This design comes from an exercise in tuning for small area and a short achievable clock period on the open sky130 flow, not from production work. Function was checked by simulation only, so behaviour that the tests miss may differ from the original. Power figures rest on the tool's default switching activity, not on a simulated workload.

==> flow/design.v <==
`timescale 1ns/1ps
package audioPkg;
  localparam int addrWidth = 8;
  localparam int memDepth = 256;
  localparam int dataWidth = 8;
  localparam int spiAddrBits = 16;    
  localparam int writeFlagBit = 15;
  localparam int dacMsb = 12;         
  localparam logic [addrWidth-1:0] sampleLoAddr = 8'd254;
  localparam logic [addrWidth-1:0] sampleHiAddr = 8'd255;
  localparam int fetchInterval = 256;
  typedef enum logic {
    opRead  = 1'b0,
    opWrite = 1'b1
  } memOp_t;
  typedef struct packed {
    memOp_t                 op;
    logic [addrWidth-1:0]   addr;
    logic [dataWidth-1:0]   wdata;
  } memReq_t;
  typedef logic [dacMsb:0] dacWord_t;
endpackage
`timescale 1ns/1ps
module spiMemBridge (
  input  logic              clk,
  input  logic              Reset,
  input  logic              sck,
  input  logic              mosi,
  input  logic              ssel,
  output logic              miso,
  output audioPkg::memReq_t request,
  output logic              req,
  input  logic              ack,
  input  logic [7:0]        rdata
);
  logic [2:0] sckSync;
  logic [1:0] sselSync;
  logic [1:0] mosiSync;
  logic sckRise;
  logic sckFall;
  logic sselActive;
  logic mosiBit;
  logic step;
  logic [4:0] count;
  logic [4:0] countNext;
  logic writeFlag;
  logic [audioPkg::spiAddrBits-1:0] addrShift;
  logic [audioPkg::spiAddrBits-1:0] addrNext;
  logic [audioPkg::spiAddrBits-1:0] addrIncr;
  logic [audioPkg::dataWidth-1:0] dataIn;
  logic [audioPkg::dataWidth-1:0] byteNext;
  logic [audioPkg::dataWidth-1:0] readData;
  logic [audioPkg::dataWidth-1:0] shiftOut;
  logic issueRead;
  logic issueWrite;
  always_ff @(posedge clk or posedge Reset) begin
    if (Reset) begin
      sckSync <= '0;
      sselSync <= '1;    
      mosiSync <= '0;
    end else begin
      sckSync <= {sckSync[1:0], sck};
      sselSync <= {sselSync[0], ssel};
      mosiSync <= {mosiSync[0], mosi};
    end
  end
  assign sckRise = (sckSync[2:1] == 2'b01);
  assign sckFall = (sckSync[2:1] == 2'b10);
  assign sselActive = ~sselSync[1];
  assign mosiBit = mosiSync[1];
  assign step = sselActive & sckRise;
  assign countNext = (count == 5'd23) ? 5'd16 : count + 5'd1;
  assign addrNext = {addrShift[audioPkg::spiAddrBits-2:0], mosiBit};
  assign addrIncr = addrShift + 16'd1;
  assign byteNext = {dataIn[audioPkg::dataWidth-2:0], mosiBit};
  assign issueRead = step & (((count == 5'd15) & ~addrNext[audioPkg::writeFlagBit]) |
                             ((count == 5'd23) & ~writeFlag));
  assign issueWrite = step & (count == 5'd23) & writeFlag;
  always_ff @(posedge clk or posedge Reset) begin
    if (Reset) begin
      count <= '0;
      writeFlag <= 1'b0;
      req <= 1'b0;
      shiftOut <= '0;
    end else begin
      if (issueRead | issueWrite) begin
        req <= 1'b1;
      end else if (ack) begin
        req <= 1'b0;
      end
      if (!sselActive) begin
        count <= '0;
        writeFlag <= 1'b0;
        shiftOut <= '0;
      end else begin
        if (sckRise) begin
          count <= countNext;
          if (count == 5'd15) writeFlag <= addrNext[audioPkg::writeFlagBit];
        end
        if (sckFall) begin
          shiftOut <= (count == 5'd16) ? readData : {shiftOut[audioPkg::dataWidth-2:0], 1'b0};
        end
      end
    end
  end
  always_ff @(posedge clk) begin
    if (step) begin
      if (!count[4]) begin
        addrShift <= addrNext;
      end else begin
        dataIn <= byteNext;
        if (count == 5'd23) addrShift <= addrIncr;
      end
    end
    if (issueRead | issueWrite) begin
      request.op <= issueWrite ? audioPkg::opWrite : audioPkg::opRead;
      if (count == 5'd15) begin
        request.addr <= addrNext[audioPkg::addrWidth-1:0];    
      end else if (issueWrite) begin
        request.addr <= addrShift[audioPkg::addrWidth-1:0];
      end else begin
        request.addr <= addrIncr[audioPkg::addrWidth-1:0];    
      end
      request.wdata <= byteNext;
    end
    if (ack && request.op == audioPkg::opRead) readData <= rdata;
  end
  assign miso = shiftOut[audioPkg::dataWidth-1];
endmodule
`timescale 1ns/1ps
module sharedMemory (
  input  logic              clk,
  input  logic              Reset,
  input  audioPkg::memReq_t hostRequest,
  input  logic              hostReq,
  output logic              hostAck,
  input  audioPkg::memReq_t fetchRequest,
  input  logic              fetchReq,
  output logic              fetchAck,
  output logic [7:0]        rdata
);
  typedef enum logic [1:0] {
    arbIdle,
    arbServe,
    arbRelease
  } arbState_t;
  arbState_t state;
  logic grantFetch;    
  logic lastFetch;     
  audioPkg::memReq_t active;
  logic activeReq;
  logic [audioPkg::memDepth-1:0][audioPkg::dataWidth-1:0] mem;
  assign active = grantFetch ? fetchRequest : hostRequest;
  assign activeReq = grantFetch ? fetchReq : hostReq;
  always_ff @(posedge clk or posedge Reset) begin
    if (Reset) begin
      state <= arbIdle;
      grantFetch <= 1'b0;
      lastFetch <= 1'b1;
      hostAck <= 1'b0;
      fetchAck <= 1'b0;
    end else begin
      case (state)
        arbIdle: begin
          if (hostReq | fetchReq) begin
            if (hostReq & fetchReq) begin
              grantFetch <= ~lastFetch;
              lastFetch <= ~lastFetch;
            end else begin
              grantFetch <= fetchReq;
              lastFetch <= fetchReq;
            end
            state <= arbServe;
          end
        end
        arbServe: begin
          hostAck <= ~grantFetch;
          fetchAck <= grantFetch;
          state <= arbRelease;
        end
        arbRelease: begin
          if (!activeReq) begin
            hostAck <= 1'b0;
            fetchAck <= 1'b0;
            state <= arbIdle;
          end
        end
        default: state <= arbIdle;
      endcase
    end
  end
  for (genvar i = 0; i < audioPkg::memDepth; i++) begin : gWord
    always_ff @(posedge clk) begin
      if (state == arbServe && active.op == audioPkg::opWrite &&
          active.addr == audioPkg::addrWidth'(i))
        mem[i] <= active.wdata;
    end
  end
  always_ff @(posedge clk) begin
    if (state == arbServe) rdata <= mem[active.addr];
  end
endmodule
`timescale 1ns/1ps
module sampleFetch (
  input  logic               clk,
  input  logic               Reset,
  output audioPkg::memReq_t  request,
  output logic               req,
  input  logic               ack,
  input  logic [7:0]         rdata,
  output audioPkg::dacWord_t sample
);
  typedef enum logic [1:0] {
    fetchWait,
    fetchLo,
    fetchHi
  } fetchState_t;
  fetchState_t state;
  logic [$clog2(audioPkg::fetchInterval)-1:0] intervalCount;
  logic [audioPkg::dataWidth-1:0] loByte;
  assign request.op = audioPkg::opRead;
  assign request.addr = (state == fetchHi) ? audioPkg::sampleHiAddr : audioPkg::sampleLoAddr;
  assign request.wdata = '0;
  always_ff @(posedge clk or posedge Reset) begin
    if (Reset) begin
      state <= fetchWait;
      intervalCount <= '0;
      req <= 1'b0;
      sample <= audioPkg::dacWord_t'(1 << audioPkg::dacMsb);    
    end else begin
      case (state)
        fetchWait: begin
          intervalCount <= intervalCount + 1'b1;
          if (intervalCount == ($clog2(audioPkg::fetchInterval))'(audioPkg::fetchInterval - 1)) begin
            req <= 1'b1;
            state <= fetchLo;
          end
        end
        fetchLo: begin
          if (req & ack) begin
            req <= 1'b0;
          end else if (!req & !ack) begin
            req <= 1'b1;    
            state <= fetchHi;
          end
        end
        fetchHi: begin
          if (req & ack) begin
            req <= 1'b0;
            sample <= {rdata[audioPkg::dacMsb-audioPkg::dataWidth:0], loByte};
            intervalCount <= '0;
            state <= fetchWait;
          end
        end
        default: state <= fetchWait;
      endcase
    end
  end
  always_ff @(posedge clk) begin
    if (state == fetchLo && req && ack) loByte <= rdata;
  end
endmodule
`timescale 1ns/1ps
module sigmaDeltaDac (
  input  logic               clk,
  input  logic               Reset,
  input  audioPkg::dacWord_t sample,
  output logic               audio
);
  logic [audioPkg::dacMsb+2:0] deltaB;
  logic [audioPkg::dacMsb+2:0] deltaAdder;
  logic [audioPkg::dacMsb+2:0] sigmaAdder;
  logic [audioPkg::dacMsb+2:0] sigmaLatch;
  assign deltaB = {sigmaLatch[audioPkg::dacMsb+2], sigmaLatch[audioPkg::dacMsb+2], {(audioPkg::dacMsb+1){1'b0}}};
  assign deltaAdder = {2'b00, sample} + deltaB;
  assign sigmaAdder = deltaAdder + sigmaLatch;
  always_ff @(posedge clk or posedge Reset) begin
    if (Reset) begin
      sigmaLatch <= {2'b01, {(audioPkg::dacMsb+1){1'b0}}};    
      audio <= 1'b0;
    end else begin
      sigmaLatch <= sigmaAdder;
      audio <= sigmaLatch[audioPkg::dacMsb+2];
    end
  end
endmodule
`timescale 1ns/1ps
module audioTop (
  input  logic clk,
  input  logic Reset,
  input  logic sck,
  input  logic mosi,
  input  logic ssel,
  output logic miso,
  output logic audio
);
  audioPkg::memReq_t hostRequest;
  audioPkg::memReq_t fetchRequest;
  logic hostReq;
  logic hostAck;
  logic fetchReq;
  logic fetchAck;
  logic [audioPkg::dataWidth-1:0] memRdata;    
  audioPkg::dacWord_t sample;
  spiMemBridge spiMemBridge_inst (
    .clk(clk), .Reset(Reset),
    .sck(sck), .mosi(mosi), .ssel(ssel), .miso(miso),
    .request(hostRequest), .req(hostReq), .ack(hostAck), .rdata(memRdata)
  );
  sampleFetch sampleFetch_inst (
    .clk(clk), .Reset(Reset),
    .request(fetchRequest), .req(fetchReq), .ack(fetchAck), .rdata(memRdata),
    .sample(sample)
  );
  sharedMemory sharedMemory_inst (
    .clk(clk), .Reset(Reset),
    .hostRequest(hostRequest), .hostReq(hostReq), .hostAck(hostAck),
    .fetchRequest(fetchRequest), .fetchReq(fetchReq), .fetchAck(fetchAck),
    .rdata(memRdata)
  );
  sigmaDeltaDac sigmaDeltaDac_inst (
    .clk(clk), .Reset(Reset), .sample(sample), .audio(audio)
  );
endmodule
==> flow/run.sh <==
#!/bin/bash
# synth_recipe.tcl (not shown) runs the flow's synth.tcl, then flattens the netlist and writes it again
# the make line also repeats each setting of config.mk as NAME=value (left out here)
make -C /OpenROAD-flow-scripts/flow DESIGN_CONFIG=/design/flow/config.mk WORK_HOME=/design/flow/orfs CLKGATE_MAP_FILE= SYNTH_SCRIPT=/design/flow/synth_recipe.tcl finish
==> flow/config.mk <==
export PLATFORM = sky130hd
export DESIGN_NAME = audioTop
export DESIGN_NICKNAME = audioTop
export VERILOG_FILES = /design/flow/design.v
export SDC_FILE = /design/flow/constraint.sdc
export NUM_CORES = 4
export LEC_CHECK = 0
export CAP_MARGIN = 70
export CORE_MARGIN = 2
export CORE_UTILIZATION = 40
export SLEW_MARGIN = 40
==> flow/constraint.sdc <==
create_clock -name core_clock -period 10.0 [get_ports {clk}]
set_input_delay 2.0000 -clock core_clock [delete_from_list [all_inputs] [get_ports {clk}]]
set_output_delay 2.0000 -clock core_clock [all_outputs]
set_load 0.01 [all_outputs]
==> flow_summary.json <==
{
  "cp_cell_sequence": "buf_4 -> buf_12 -> nand3b_1 -> nand2_4 -> buf_4 -> buf_16 -> buf_4 -> buf_12 -> a222oi_1 -> o221ai_1 -> a2111oi_1 -> buf_1 -> o22ai_1 -> clkdlybuf4s15_2 -> o221a_2 -> a31o_1",
  "fmax_ghz": 0.180,
  "cp_max_fo": 32,
  "rr_worst_depth": 16,
  "worst_path_most_repeated_cell": "buf_4",
  "ios": 7,
  "core_um2": 205000,
  "switching_share_pct": 19.6,
  "ys_ff_latch": 2179,
  "yosysTopAreaCellShare_pct": 76.8,
  "powerDensity_nw_per_um2": 182,
  "initial_core_util_pct": 40.3,
  "power_frac_comb_pct": 0.2,
  "rsz0062_at_grt": "false",
  "cts_resized": 0,
  "dr.pass1.iters": 9,
  "numClockSinks": 2179,
  "cts_tree": "done",
  "drtIter0Drc": 8944,
  "clockPowerShare_pct": 44.2,
  "worstSetupStartpointType": "flip-flop",
  "ys.warnings.count": 4,
  "netlist_area_um2": 82500,
  "path_class": "flip-flop to flip-flop",
  "post-route-period-util_pct": 55.4,
  "synth_nets": 4926,
  "h-tree-depth": 4,
  "layout_commonest_cell": "edfxtp_1",
  "cts_hold_buffers": 0,
  "postCtsSetupBuffers": 0,
  "relSlewSlack_pct": 46.1,
  "std_cell_rows": 166,
  "tightestPinTransition_ps": 809,
  "grt_max_degree": 193,
  "clockBufferDepth": 3,
  "ys.flop_type": "edfxtp_1",
  "synth.avg_cell_area_um2": 16.8,
  "critPathMaxStageDelay_ps": 680,
  "stdcell_count": 8325,
  "portBuffers": 6,
  "ys_types": 85,
  "slowest_stage": "dfrtp_4",
  "drv_slew": 0,
  "grt-ovfl-total": 0,
  "hold_viol": 0,
  "outcome": "no timing/DRC/antenna violations",
  "routedWlPerCell_um": 30.3,
  "yosysTopAreaCell": "edfxtp_1",
  "grt_pass1_wl_um": 362000,
  "post-route-drc-count": 0,
  "power.leakage_nw": 31.9,
  "grt_usage_pct": 23.6,
  "hp-class": "flip-flop to flip-flop",
  "critPathRequiredTime_ps": 10630,
  "cap_violations": 0,
  "die_x_um": 458,
  "p_sw_mw": 3.48,
  "finalNetCount": 5485,
  "grt_pass1_vias": 49900,
  "hpwlAfterDp_um": 160000,
  "routed_wl_um": 252000,
  "vdd_drop_max_v": 0.000178,
  "fin_util_pct": 47.7,
  "netlist_top_cells_area": "edfxtp_1 (77%), a222oi_1 (2.4%), a22o_1 (2.0%)",
  "syn_inst": 4901,
  "drive_gt1_share_pct": 21.5,
  "vias": 51500,
  "numCtsBuffers": 215,
  "detail-route-antenna-nets": 0,
  "place_congestion": 0.933,
  "cts_root_buffer": "clkbuf_16",
  "power.internal_mw": 14.3,
  "fin_skew_ps": 45.3,
  "clk_latency_ps": 880,
  "syn_to_final_growth_pct": 18.4,
  "via_per_inst": 6.18,
  "dpl.cell_count": 7905,
  "crit_arrival_ps": 6180,
  "synth_edf_count": 2111,
  "final_cell_mix": "edfxtp_1 (2111), buf_4 (304), nand2_1 (254)",
  "critPathCaptureType": "flip-flop",
  "tns_ps": 0,
  "die_area_um2": 210000,
  "seqPwrFrac_pct": 55.7,
  "layout_min_cycle_time_ps": 5540,
  "r2r_setup_slack_ps": 4460,
  "holdPathStages": 0,
  "grt_antenna_before_repair": 9,
  "die_y_um": 458,
  "setup-violations-final": 0,
  "finish.instance_area_um2": 97700,
  "async_reset_ff_share_pct": 3.12,
  "yosysSeqAreaShare_pct": 78.9,
  "clk_pin_slew_ps": 70,
  "dpl-instance-area_um2": 90700
}
## state kept, by name, summed over array words and instances, names as in the netlist, 2 cells and up
register and cells:
spiMemBridge_inst.sselSync 2, sampleFetch_inst.state 2, spiMemBridge_inst.sckSync 3, sampleFetch_inst.sample 13, sigmaDeltaDac_inst.sigmaLatch 15, sharedMemory_inst.state 2
spiMemBridge_inst.mosiSync 2, sharedMemory_inst.rdata 8, sampleFetch_inst.intervalCount 8, spiMemBridge_inst.dataIn 7, spiMemBridge_inst.readData 8, spiMemBridge_inst.addrShift 15
sharedMemory_inst.mem 2048, sampleFetch_inst.loByte 8, spiMemBridge_inst.count 5, spiMemBridge_inst.shiftOut 8, spiMemBridge_inst.request 17
## critical path: cells and delay by family (launching register included)
| kind | cells | cell delay (ps) |
|---|---|---|
| buf+inv | 8 | 2150 |
| simple gates | 2 | 630 |
| compound gates | 6 | 1790 |
| flops | 1 | 680 |
## stage by stage
stage	setup WS, ps	power (mW)	hold slack (ps)
after global placement	4400	10.1	344
final	4460	17.7	356
after global routing	4340	18.2	367
after detailed placement	4690	10.1	338
after CTS	4670	17.8	361
after floorplan	880	10.1	331
## path summary, 6_finish.rpt
kind | start | endpoint
hold reg to reg | spiMemBridge_inst.mosiSync[0] | spiMemBridge_inst.mosiSync[1]
setup reg to reg | sharedMemory_inst.grantFetch | sharedMemory_inst.rdata[4]
setup / recovery | sharedMemory_inst.grantFetch | sharedMemory_inst.rdata[4]
min in group asynchronous | Reset | spiMemBridge_inst.writeFlag
max in group asynchronous | Reset | sampleFetch_inst.sample[12]
hold / removal | spiMemBridge_inst.mosiSync[0] | spiMemBridge_inst.mosiSync[1]
## per-layer routing
metal,part of all wire [%],track usage [%],vias up
li1,-,-,21300
met1,38,32.1,26000
met2,45,35.6,3471
met3,12,6.23,624
met4,4.8,10.2,6
met5,0.017,0,-
## layout make-up
cell class                 count  area [um2]
antenna                        2        5.00
clock buffer                 278        5680
clock inverter               114        1070
fill                       17000      107000
inverter                      15        56.3
multi-input combinational   2359       16500
sequential                  2179       65100
tap                         2688        3360
timing repair buffer         690        5910
## cell usage after synthesis, types with 23 or more instances
library cell / instances
a21oi_1: 223
a221oi_1: 191
a222oi_1: 195
a22o_1: 192
a22oi_1: 151
a31oi_1: 25
buf_1: 71
buf_2: 133
clkbuf_1: 134
dfrtp_1: 63
edfxtp_1: 2111
mux2_2: 47
mux2i_1: 83
nand2_1: 262
nand3_1: 24
nor2_1: 359
nor3_1: 31
nor4_1: 23
o21ai_0: 97
o22ai_1: 139
## cells by family after synthesis
logic type / Yosys count / share of synthesized area [%]
simple gates: 812 / 4.26
flops: 2179 / 78.9
buf+inv: 363 / 1.90
xor+xnor: 22 / 0.234
compound gates: 1367 / 12.6
mux: 138 / 1.85
fa+ha+maj: 20 / 0.312
## power by group through the flow
| stage | combinational, mW | sequential (mW) | clock (mW) |
|---|---|---|---|
| floorplan | 0.0205 | 10.1 | 0 |
| global placement | 0.0244 | 10.1 | 0 |
| detailed placement | 0.0300 | 10.1 | 0 |
| CTS | 0.0304 | 9.87 | 7.92 |
| global route | 0.0335 | 9.87 | 8.26 |
| finish | 0.0296 | 9.87 | 7.83 |

## port drivers added, routing unchanged
The results above use ideal ports. As a check the final layout listed here was re-extracted and re-timed, cells and wires unchanged.
Step 1 assumes that a clkbuf_16 drives the clock port and a buf_2 every other input.
Step 2 times the ports against the registers' clock, not the clock port: input delays grow and output delays shrink by t, the midpoint of the rising clock arrivals with the driver on.
Slacks: no drivers / after step 1 / after step 2; pairs: no drivers / after step 1.
t (ns): 0.943
setup slack, ns: 4.455 / 4.455 / 4.455
worst setup path at the end: register to register
worst register clock-pin slew, ns: 0.07 / 0.07
After both steps this run still meets setup and hold. The setup slack of this run moves by 0.000 ns with the drivers and by 0.000 ns with both steps.
